This is an optimization exercise on Yosys and OpenROAD, whose aim is small area and a short achievable clock period, not a production implementation. In this exercise RTL edits were held to simulation tests only and were not proved equivalent to the original.

## fft16_pt
module fft16_pt #(
  parameter int DW = 24,
  parameter int TW = 14,
  parameter int IW = 16
) (
  input  logic                 clk,
  input  logic                 rst,
  input  logic signed [IW-1:0] din_r,
  input  logic signed [IW-1:0] din_i,
  output logic signed [DW-1:0] x1_r,
  output logic signed [DW-1:0] x1_c,
  output logic signed [DW-1:0] x2_r,
  output logic signed [DW-1:0] x2_c,
  output logic signed [DW-1:0] y1_r,
  output logic signed [DW-1:0] y1_c,
  output logic signed [DW-1:0] y2_r,
  output logic signed [DW-1:0] y2_c,
  output logic signed [TW-1:0] ra1_r,
  output logic signed [TW-1:0] ra1_c,
  output logic signed [DW-1:0] z1_r,
  output logic signed [DW-1:0] z1_c,
  output logic signed [DW-1:0] z2_r,
  output logic signed [DW-1:0] z2_c
);
  localparam int SW = 21;    
  localparam int LW = 20;    
  localparam int OW = 20;    
  localparam int PW = 23;    
  logic [5:0] c;
  ...
Size: ~5300 cells after synthesis, roughly 1100 flip-flops, ~350 I/O pins, about 0.050 mm2 of cells after synthesis.
clock: 15.0 ns
lec_check: 0
cap_margin: 20
core_margin: 2
core_utilization: 60
cts_cluster_diameter: 100
cts_cluster_size: 27
slew_margin: 20
standard.sh (not shown) runs the stock make flow with config.mk's settings and CLKGATE_MAP_FILE= SYNTH_SCRIPT=/design/flow/synth_recipe.tcl, a recipe that flattens the netlist after the stock synthesis.
==> flow/flow/run.sh <==
#!/bin/bash
set -euo pipefail
bash standard.sh synth > synth.log 2>&1
bash standard.sh SETUP_SLACK_MARGIN=10.3 "BUFFER_PORTS_ARGS=-buffer_cell sky130_fd_sc_hd__buf_1" finish > layout.log 2>&1
Next try:
--- a/flow/design.v
+++ b/flow/design.v
@@ -107,47 +107,44 @@
     endcase
   end
   logic bt_nx;           
   always_comb begin
     case (bb_nx[5:3])
       3'd1: bt_nx = !bb_nx[0];
       3'd2: bt_nx = !bb_nx[1];
       3'd3: bt_nx = !bb_nx[2];
       default: bt_nx = 1'b0;
     endcase
   end
-  logic rd_bt, rd_s1, rd_s2, rd_odd, rd_sq2;
+  logic rd_odd, rd_sq2;
   logic rp_v, rp_n, rq_v, rq_n, ip_v, ip_n, iq_v, iq_n;
   always_ff @(posedge clk) begin
-    rd_bt  <= bt_nx;
-    rd_s1  <= (bb_nx[5:3] == 3'd1);
-    rd_s2  <= (bb_nx[5:3] == 3'd2);
     rd_odd <= mr_nx[0];
     rd_sq2 <= (mr_nx == 3'd2) || (mr_nx == 3'd6);
     {rp_v, rp_n, rq_v, rq_n, ip_v, ip_n, iq_v, iq_n} <= sl_nx;
   end
   logic m_odd, m_sq2;
   assign m_odd = rd_odd;
   assign m_sq2 = rd_sq2;
-  logic signed [OW-1:0] bsr, bsi;
-  always_comb begin
-    if (!rd_bt) begin
-      bsr = OW'(lr[5]); bsi = OW'(li[5]);
-    end else if (rd_s1) begin
-      bsr = OW'(tr[4]); bsi = OW'(ti[4]);
-    end else if (rd_s2) begin
-      bsr = OW'(tr[3]); bsi = OW'(ti[3]);
-    end else begin
-      bsr = OW'(tr[1]); bsi = OW'(ti[1]);
-    end
+  logic rs_l5, rs_t4, rs_t3, rs_t1;
+  always_ff @(posedge clk) begin
+    rs_l5 <= !bt_nx;
+    rs_t4 <= bt_nx && (bb_nx[5:3] == 3'd1);
+    rs_t3 <= bt_nx && (bb_nx[5:3] == 3'd2);
+    rs_t1 <= bt_nx && (bb_nx[5:3] == 3'd3);
   end
+  logic signed [OW-1:0] bsr, bsi;
+  assign bsr = ({OW{rs_l5}} & OW'(lr[5])) | ({OW{rs_t4}} & OW'(tr[4]))
+             | ({OW{rs_t3}} & OW'(tr[3])) | ({OW{rs_t1}} & OW'(tr[1]));
+  assign bsi = ({OW{rs_l5}} & OW'(li[5])) | ({OW{rs_t4}} & OW'(ti[4]))
+             | ({OW{rs_t3}} & OW'(ti[3])) | ({OW{rs_t1}} & OW'(ti[1]));
   function automatic logic [PW-1:0] sel_p(input logic [OW-1:0] u, input logic [OW-1:0] v,
       input logic p_v, input logic p_n, input logic q_v, input logic q_n,
       input logic odd, input logic sq2);
     logic signed [OW-1:0] pt, qt;
     logic signed [PW-1:0] a, c;
     pt = (p_v ? v : u) ^ {OW{p_n}};
     qt = (q_v ? v : u) ^ {OW{q_n}};
     a  = odd ? {pt, 3'b000} : {{3{pt[OW-1]}}, pt};
     c  = odd ? ~{{3{qt[OW-1]}}, qt} : (sq2 ? {{3{qt[OW-1]}}, qt} : {PW{1'b0}});
     sel_p = a + c + {{(PW-1){1'b0}}, odd};
   endfunction
@@ -168,24 +165,27 @@
   fft16_pt_rot u_rot_r (.p(pop_r), .q(qop_r), .odd(k_odd), .sq2(k_sq2), .pn(k_rpn), .qn(k_rqn),
                         .ps(xsr), .pc(xcr), .pci(xcir));
   fft16_pt_rot u_rot_i (.p(pop_i), .q(qop_i), .odd(k_odd), .sq2(k_sq2), .pn(k_ipn), .qn(k_iqn),
                         .ps(xsi), .pc(xci), .pci(xcii));
   logic [OW-1:0] pqs_r, pqc_r, pqs_i, pqc_i;
   logic          pqci_r, pqci_i;
   always_ff @(posedge clk) begin
     pqs_r <= xsr; pqc_r <= xcr; pqci_r <= xcir;
     pqs_i <= xsi; pqc_i <= xci; pqci_i <= xcii;
   end
   logic signed [OW-1:0] pq_r, pq_i;
-  assign pq_r = pqs_r + pqc_r + OW'(pqci_r);
-  assign pq_i = pqs_i + pqc_i + OW'(pqci_i);
+  logic [OW:0] pq_rw, pq_iw;
+  assign pq_rw = {pqs_r, 1'b1} + {pqc_r, pqci_r};
+  assign pq_iw = {pqs_i, 1'b1} + {pqc_i, pqci_i};
+  assign pq_r = pq_rw[OW:1];
+  assign pq_i = pq_iw[OW:1];
   logic bt2;
   always_comb begin
     case (b[4:3])
       2'd1: bt2 = !b[0];
       2'd2: bt2 = !b[1];
       2'd3: bt2 = !b[2];
       default: bt2 = 1'b0;
     endcase
   end
   logic signed [OW-1:0] bxr, bxi;
   always_comb begin
What happened:
- The changed run finished clean
- count of clock-buffer cells in the layout went up by 3
- die area is lower slightly
- synthesized cell count came out lower slightly
- fmax fell slightly
- worst setup slack is worse by 0.078 ns
- sequential cell count increases by 1
- routed wire length falls slightly
- register-to-register slack is worse by 0.08 ns
- final cell count fell slightly
- area after synthesis falls slightly
- via count goes down slightly

separate check: timing with driven ports:
Ports are ideal in the flow. The routed layouts listed here were re-timed in OpenROAD. Step 1: set_driving_cell puts a clkbuf_16 on clk and a buf_2 on each other input, an assumption about the parent block. Step 2 adds t to the input delays and takes it off the output delays; t is the mean of the earliest and latest rising clock arrival at the registers after step 1. Input paths then give back, and output paths get back, about the clock's delay inside the block. Three values: no drivers, after step 1, after step 2; two values: the first two.
run | shift t [ns] | setup WS [ns] | cell pins on the clock port's net
the first run | 0.742 | 10.428 / 10.428 / 9.747 | 1
the second run | 0.736 | 10.350 / 10.350 / 9.666 | 1
After both steps setup and hold are still met in every run listed. The setup slack of the second run, which loses most, moves by 0.000 ns with the drivers and by -0.684 ns with both steps.
